Background: an optimization exercise with open tools, aiming at small area. Do not read the settings as production practice.
Only simulation tests tie the RTL to the original design; equivalence was not proved.

== JK ==
## dcache
module dcache (
    input  logic         clk_i,
    input  logic         rst_i,
    input  logic         p_strobe_i,
    input  logic         p_rw_i,
    input  logic [3:0]   p_byte_en_i,
    input  logic [31:0]  p_addr_i,
    input  logic [31:0]  p_wdata_i,
    output logic         p_ready_o,
    output logic [31:0]  p_rdata_o,
    output logic         m_strobe_o,
    output logic         m_rw_o,
    output logic [31:0]  m_addr_o,
    output logic [127:0] m_data_o,
    input  logic         m_ready_i,
    input  logic [127:0] m_data_i
);
Settings: LEC_CHECK=0, CAP_MARGIN=20, CORE_MARGIN=2, CORE_UTILIZATION=55, SLEW_MARGIN=20; clock period 10.0 ns.
standard.sh (not shown) runs the stock make flow with config.mk's settings and CLKGATE_MAP_FILE= SYNTH_SCRIPT=/design/flow/synth_recipe.tcl, a recipe that flattens the netlist after the stock synthesis.
==> flow/flow/run.sh <==
#!/bin/bash
# The standard ORFS layout (standard.sh), with these changes:
#  * synthesis maps the logic with an area-oriented ABC script (delay
#    relaxed); everything else in ORFS's scripts folder is used unchanged,
#    from a copy made here;
#  * port buffers use the smallest buffer instead of clkdlybuf4s50_1;
#  * clock tree: no dummy loads, clustered sinks on clkbuf_8 leaves.
# Each make run writes its full output to a log file in this folder.
set -euo pipefail
W=$PWD
rm -rf "$W/scripts_abc"
cp -r "$FLOW_HOME/scripts" "$W/scripts_abc"
cat > "$W/scripts_abc/abc_speed.script" <<'EOS'
&get -n
&st
&dch -x
&nf -R 1000
&put
topo
stime -c
dnsize -c
EOS
export BUFFER_PORTS_ARGS="-buffer_cell sky130_fd_sc_hd__buf_1"
export CTS_ARGS="-sink_clustering_enable -repair_clock_nets -dont_use_dummy_load -sink_clustering_size 16 -sink_clustering_max_diameter 50 -buf_list sky130_fd_sc_hd__clkbuf_8"
bash standard.sh "SCRIPTS_DIR=$W/scripts_abc" finish > flow_standard.log 2>&1
> inputs changed (JK -> MS)
# JK
export LEC_CHECK = 0
export CAP_MARGIN = 20
export CORE_MARGIN = 2
export CORE_UTILIZATION = 55
export SLEW_MARGIN = 20
create_clock -name core_clock -period 10.0 [get_ports {clk_i}]
# MS
export LEC_CHECK = 0
export CAP_MARGIN = 20
export CORE_MARGIN = 2
export CORE_UTILIZATION = 70
export SLEW_MARGIN = 20
create_clock -name core_clock -period 10.0 [get_ports {clk_i}]
==> flow/flow/run.sh <==
#!/bin/bash
# Standard ORFS layout (the standard.sh), with two changes passed to
# ORFS through its own variables:
#  * port buffers use the smallest buffer instead of clkdlybuf4s50_1;
#  * clock tree: no dummy loads, clustered sinks on clkbuf_8 leaves.
set -euo pipefail
export BUFFER_PORTS_ARGS="-buffer_cell sky130_fd_sc_hd__buf_1"
export CTS_ARGS="-sink_clustering_enable -repair_clock_nets -dont_use_dummy_load -sink_clustering_size 10 -sink_clustering_max_diameter 35 -buf_list sky130_fd_sc_hd__clkbuf_4"
bash standard.sh > flow_standard.log 2>&1
==> results.txt <==
Diff JK..MS | number of clock sinks | unchanged. MS ended up with a lower number of well taps than JK did. Compared with JK, MS shows a lower combinational power. Taking JK as the reference, in MS synthesized cell area +7.5%; worst hold slack -32 ps. Summary — time the final worst path needs with I/O delays and setup, MS relative to JK: higher, by 140 ps. Taking JK as the reference point, the achievable frequency of MS falls by about 1.4%. MS vs. JK: count of vias placed by the detailed router now sits lower; worst setup slack after layout dropped 140 ps; number of antenna cells inserted higher. Compared MS vs JK, and post-synthesis sequential area ratio is down in MS.

The RTL this note starts from:
==> flow/design.v <==
`default_nettype none
package dcache_pkg;
    localparam int XLEN           = 32;                      
    localparam int WORDS_PER_LINE = 4;
    localparam int LINE_BITS      = XLEN * WORDS_PER_LINE;   
    localparam int N_WAYS         = 2;                       
    typedef logic [XLEN-1:0]                   word_t;      
    typedef logic [LINE_BITS-1:0]              line_t;      
    typedef logic [XLEN/8-1:0]                 byte_en_t;   
    typedef logic [$clog2(WORDS_PER_LINE)-1:0] offset_t;    
    typedef enum logic [2:0] {
        IDLE,          
        LOOKUP,        
        WRITE_BACK,    
        REFILL,        
        REFILL_DONE    
    } cache_state_t;
    typedef struct packed {
        logic     rw;        
        byte_en_t byte_en;
        word_t    addr;
        word_t    wdata;
    } cpu_req_t;
    typedef struct packed {
        logic  rw;           
        word_t addr;         
        line_t line;         
    } mem_req_t;
endpackage
`default_nettype wire
`timescale 1ns/1ps
`default_nettype none
module dcache (
    input  logic         clk_i,
    input  logic         rst_i,
    input  logic         p_strobe_i,
    input  logic         p_rw_i,
    input  logic [3:0]   p_byte_en_i,
    input  logic [31:0]  p_addr_i,
    input  logic [31:0]  p_wdata_i,
    output logic         p_ready_o,
    output logic [31:0]  p_rdata_o,
    output logic         m_strobe_o,
    output logic         m_rw_o,
    output logic [31:0]  m_addr_o,
    output logic [127:0] m_data_o,
    input  logic         m_ready_i,
    input  logic [127:0] m_data_i
);
    localparam int TAG_BITS = 25;
    localparam logic [2:0] IDLE   = 3'd0,    
                           LOOKUP = 3'd1,    
                           WB     = 3'd2,    
                           WB2    = 3'd3,    
                           RF     = 3'd4,    
                           RF2    = 3'd5,    
                           RDONE  = 3'd6;    
    logic [2:0]  state_q;
    logic [1:0]  cnt_q;                      
    logic [1:0]  cnt_d;
    logic        pend_q;                     
    logic        rw_q;
    logic [3:0]  be_q;
    logic [31:2] addr_q;
    logic [31:0] wd_q;
    logic [3:0]  offh_q;                     
    logic [7:0]  dsel_q;                     
    logic [7:0]  tsel_q;                     
    logic [7:0][1:0] valid_q;
    logic [7:0][1:0] dirty_q;
    logic [7:0]      lru_q;                  
    logic [127:0] fill_q;                    
    logic [2:0]          idx;
    logic [TAG_BITS-1:0] tag;
    assign idx = addr_q[6:4];
    assign tag = addr_q[31:7];
    assign cnt_d = rst_i ? 2'd0 : cnt_q + 2'd1;
    logic [2:0] p_idx;
    logic [1:0] p_j;
    assign p_idx = p_addr_i[6:4];
    assign p_j   = p_idx[1:0] + cnt_d;
    always_ff @(posedge clk_i)
    begin
        if (state_q == IDLE)
        begin
            rw_q   <= p_rw_i;
            be_q   <= p_byte_en_i;
            addr_q <= p_addr_i[31:2];
            wd_q   <= p_wdata_i;
            for (int k = 0; k < 4; k++)
                offh_q[k] <= (p_addr_i[3:2] == 2'(k));
            for (int p = 0; p < 4; p++)
            begin
                dsel_q[2*p]   <= (p_idx[2:1] == 2'(p)) && (p_idx[0] == cnt_d[0]);
                dsel_q[2*p+1] <= (p_idx[2:1] == 2'(p)) && (p_idx[0] != cnt_d[0]);
            end
            for (int r = 0; r < 2; r++)
                for (int q = 0; q < 4; q++)
                    tsel_q[4*r+q] <= (p_idx[2] == 1'(r)) && (p_j == 2'(q));
        end
        else
        begin
            for (int p = 0; p < 4; p++)
            begin
                dsel_q[2*p]   <= dsel_q[2*p+1];
                dsel_q[2*p+1] <= dsel_q[2*p];
            end
            for (int r = 0; r < 2; r++)
                for (int q = 0; q < 4; q++)
                    tsel_q[4*r+q] <= tsel_q[4*r+((q+3)%4)];
        end
        fill_q <= m_data_i;
    end
    logic [127:0]        dat_a [2][4];
    logic [127:0]        dat_b [2][4];
    logic [TAG_BITS-1:0] tag_r [2][2][4];    
    logic [127:0]        wbus;
    logic [127:0]        wmask [2][4];
    logic                tag_we [2][2];
    for (genvar w = 0; w < 2; w++)
    begin : g_way
        for (genvar p = 0; p < 4; p++)
        begin : g_pair
            always_ff @(posedge clk_i)
            begin
                dat_b[w][p] <= dat_a[w][p];
                dat_a[w][p] <= (wbus & wmask[w][p]) | (dat_b[w][p] & ~wmask[w][p]);
            end
        end
        for (genvar r = 0; r < 2; r++)
        begin : g_tring
            always_ff @(posedge clk_i)
            begin
                tag_r[w][r][1] <= tag_r[w][r][0];
                tag_r[w][r][2] <= tag_r[w][r][1];
                tag_r[w][r][3] <= tag_r[w][r][2];
                tag_r[w][r][0] <= tag_we[w][r] ? tag : tag_r[w][r][3];
            end
        end
    end
    logic [TAG_BITS-1:0] way_tag [2];
    always_comb
    begin
        for (int w = 0; w < 2; w++)
        begin
            way_tag[w] = '0;
            for (int r = 0; r < 2; r++)
                for (int q = 0; q < 4; q++)
                    way_tag[w] = way_tag[w] | ({TAG_BITS{tsel_q[4*r+q]}} & tag_r[w][r][q]);
        end
    end
    logic [1:0] way_hit;
    logic       hit;
    logic       hit_way;
    logic       victim;
    logic       victim_dirty;
    always_comb
    begin
        for (int w = 0; w < 2; w++)
            way_hit[w] = valid_q[idx][w] && (way_tag[w] == tag);
    end
    assign hit          = |way_hit;
    assign hit_way      = way_hit[1];
    assign victim       = lru_q[idx];
    assign victim_dirty = valid_q[idx][victim] && dirty_q[idx][victim];
    logic [2:0] state_d;
    always_comb
    begin
        state_d = state_q;
        case (state_q)
            IDLE:   if (p_strobe_i) state_d = LOOKUP;
            LOOKUP: if (hit)               state_d = IDLE;
                    else if (victim_dirty) state_d = WB;
                    else                   state_d = RF;
            WB:     if (m_ready_i) state_d = WB2;
            WB2:    state_d = RF;
            RF:     if (m_ready_i) state_d = RF2;
            RF2:    state_d = RDONE;
            RDONE:  state_d = IDLE;
            default: state_d = IDLE;
        endcase
    end
    logic in_a;                              
    assign in_a = (idx[0] == cnt_q[0]);
    always_ff @(posedge clk_i)
    begin
        cnt_q <= cnt_d;
        if (rst_i)
        begin
            state_q <= IDLE;
            pend_q  <= 1'b0;
        end
        else
        begin
            state_q <= state_d;
            pend_q  <= (state_q == LOOKUP) && hit && rw_q && in_a;
        end
    end
    always_ff @(posedge clk_i)
    begin
        if (rst_i)
        begin
            valid_q <= '0;
            dirty_q <= '0;
            lru_q   <= '0;
        end
        else
        begin
            if (state_q == LOOKUP && hit)
            begin
                lru_q[idx] <= ~hit_way;
                if (rw_q)
                    dirty_q[idx][hit_way] <= 1'b1;
            end
            if (state_q == RDONE)
            begin
                valid_q[idx][victim] <= 1'b1;
                dirty_q[idx][victim] <= rw_q;
                lru_q[idx]           <= ~victim;
            end
        end
    end
    logic       fill_now;
    logic       hit_now;
    logic       tag_win;
    logic [1:0] we_way;
    assign fill_now = !in_a && ((state_q == RF && m_ready_i) || state_q == RF2);
    assign hit_now  = !in_a && (((state_q == LOOKUP) && hit && rw_q) || pend_q);
    assign tag_win  = ((state_q == LOOKUP) && !hit && !victim_dirty) ||
                      ((state_q == WB) && m_ready_i) ||
                      state_q == WB2 || state_q == RF || state_q == RF2 ||
                      state_q == RDONE;
    always_comb
    begin
        for (int w = 0; w < 2; w++)
        begin
            we_way[w] = fill_now ? (victim == 1'(w)) : (hit_now && way_hit[w]);
            for (int r = 0; r < 2; r++)
                tag_we[w][r] = tag_win && (victim == 1'(w)) && (idx[2] == 1'(r)) &&
                               (cnt_q == ~idx[1:0]);
        end
    end
    always_comb
    begin
        for (int k = 0; k < 4; k++)
            for (int b = 0; b < 4; b++)
                wbus[k*32 + b*8 +: 8] =
                    (!fill_now || (rw_q && offh_q[k] && be_q[b])) ? wd_q[b*8 +: 8] :
                    (state_q == RF) ? m_data_i[k*32 + b*8 +: 8] : fill_q[k*32 + b*8 +: 8];
    end
    always_comb
    begin
        for (int w = 0; w < 2; w++)
            for (int p = 0; p < 4; p++)
                for (int k = 0; k < 4; k++)
                    for (int b = 0; b < 4; b++)
                        wmask[w][p][k*32 + b*8 +: 8] =
                            {8{we_way[w] && idx[2:1] == 2'(p) &&
                               (fill_now || (offh_q[k] && be_q[b]))}};
    end
    logic         sel_way;
    logic [1:0]   wsel;
    logic [127:0] line_sel;
    assign sel_way = (state_q == LOOKUP) ? hit_way : victim;
    assign wsel    = {sel_way, !sel_way};
    always_comb
    begin
        line_sel = '0;
        for (int w = 0; w < 2; w++)
            for (int p = 0; p < 4; p++)
                line_sel = line_sel
                         | ({128{dsel_q[2*p]   && wsel[w]}} & dat_a[w][p])
                         | ({128{dsel_q[2*p+1] && wsel[w]}} & dat_b[w][p]);
    end
    always_comb
    begin
        p_rdata_o = '0;
        for (int k = 0; k < 4; k++)
            p_rdata_o = p_rdata_o | ({32{offh_q[k]}} & line_sel[k*32 +: 32]);
    end
    assign p_ready_o  = ((state_q == LOOKUP) && hit) || (state_q == RDONE);
    assign m_strobe_o = (state_q == WB) || (state_q == RF);
    assign m_rw_o     = (state_q == WB);
    assign m_addr_o   = {m_rw_o ? way_tag[sel_way] : tag, idx, 4'b0000};
    assign m_data_o   = line_sel;
endmodule
`default_nettype wire
==> flow/config.mk <==
export PLATFORM = sky130hd
export DESIGN_NAME = dcache
export DESIGN_NICKNAME = dcache
export VERILOG_FILES = /design/flow/design.v
export SDC_FILE = /design/flow/constraint.sdc
export NUM_CORES = 4
export LEC_CHECK = 0
export CAP_MARGIN = 20
export CORE_MARGIN = 2
export CORE_UTILIZATION = 70
export CTS_BUF_LIST = sky130_fd_sc_hd__clkbuf_8
export CTS_CLUSTER_DIAMETER = 50
export CTS_CLUSTER_SIZE = 16
export SLEW_MARGIN = 20
==> flow/constraint.sdc <==
create_clock -name core_clock -period 10.0 [get_ports {clk_i}]
set_input_delay 2.0000 -clock core_clock [delete_from_list [all_inputs] [get_ports {clk_i}]]
set_output_delay 2.0000 -clock core_clock [all_outputs]
set_load 0.01 [all_outputs]
run.sh (not shown) runs the stock make flow with config.mk's settings and CLKGATE_MAP_FILE= SYNTH_SCRIPT=/design/flow/synth_recipe.tcl, a recipe that flattens the netlist after the stock synthesis.
Stock flow here: none of the scripts above is used.
Next try:
==> flow/flow/run.sh (new file) <==
#!/bin/bash
# The standard ORFS layout (standard.sh), with these changes:
#  * synthesis maps the logic with an area-oriented ABC script (delay
#    relaxed); everything else in ORFS's scripts folder is used unchanged,
#    from a copy made here;
#  * port buffers use the smallest buffer instead of clkdlybuf4s50_1;
#  * clock tree: no dummy loads, clustered sinks on clkbuf_8 leaves.
# Each make run writes its full output to a log file in this folder.
set -euo pipefail
W=$PWD
rm -rf "$W/scripts_abc"
cp -r "$FLOW_HOME/scripts" "$W/scripts_abc"
cat > "$W/scripts_abc/abc_speed.script" <<'EOS'
&get -n
&st
&dch -x
&nf -R 1000
&put
topo
stime -c
dnsize -c
EOS
export BUFFER_PORTS_ARGS="-buffer_cell sky130_fd_sc_hd__buf_1"
export CTS_ARGS="-sink_clustering_enable -repair_clock_nets -dont_use_dummy_load -sink_clustering_size 16 -sink_clustering_max_diameter 50 -buf_list sky130_fd_sc_hd__clkbuf_8"
bash standard.sh "SCRIPTS_DIR=$W/scripts_abc" finish > flow_standard.log 2>&1
==> flow/standard.sh (new file) <==
#!/bin/bash
# synth_recipe.tcl (not shown) runs the flow's synth.tcl, then flattens the netlist and writes it again
# the make line also repeats each setting of config.mk as NAME=value (left out here)
make -C /OpenROAD-flow-scripts/flow DESIGN_CONFIG=/design/flow/config.mk WORK_HOME=/design/flow/orfs CLKGATE_MAP_FILE= SYNTH_SCRIPT=/design/flow/synth_recipe.tcl "${@:-finish}"
Settings changed: CTS_BUF_LIST sky130_fd_sc_hd__clkbuf_8 to not set, CTS_CLUSTER_DIAMETER 50 to not set, CTS_CLUSTER_SIZE 16 to not set.
removed: flow/run.sh
What happened: Core utilization falls by 0.43 points. Routed wire length stays flat. Final cell count rises by 9.5%.

-- separate check: timing with driven ports --
How much do the figures lean on ideal ports? The routed layouts below were timed once more, with nothing changed but the port constraints.
Step 1 assumes that a clkbuf_16 drives the clock port and a buf_2 every other input.
Step 2 times the ports against the registers' clock, not the clock port: input delays grow and output delays shrink by t, the midpoint of the rising clock arrivals with the driver on.
Three values: no drivers, after step 1, after step 2; two values: the first two.
| run | t (ns) | slack for setup (ns) | worst hold slack (ns) | latest minus earliest clock arrival (ns) | slew at the worst register clock pin (ns) |
|---|---|---|---|---|---|
| JK | 1.004 | 0.425 / 0.339 / 1.343 | 0.289 / 0.289 / 0.289 | 0.107 / 0.106 | 0.10 / 0.10 |
| MS | 1.427 | 0.284 / 0.210 / 1.637 | 0.257 / 0.257 / 0.257 | 0.109 / 0.109 | 0.12 / 0.12 |
| the first run of note 2 | 1.019 | 0.639 / 0.561 / 1.581 | 0.330 / 0.330 / 0.330 | 0.039 / 0.039 | 0.11 / 0.11 |
| the second run of note 2 | 1.023 | 0.401 / 0.316 / 1.340 | 0.313 / 0.313 / 0.313 | 0.075 / 0.075 | 0.10 / 0.10 |
After both steps setup and hold are still met in every run listed.
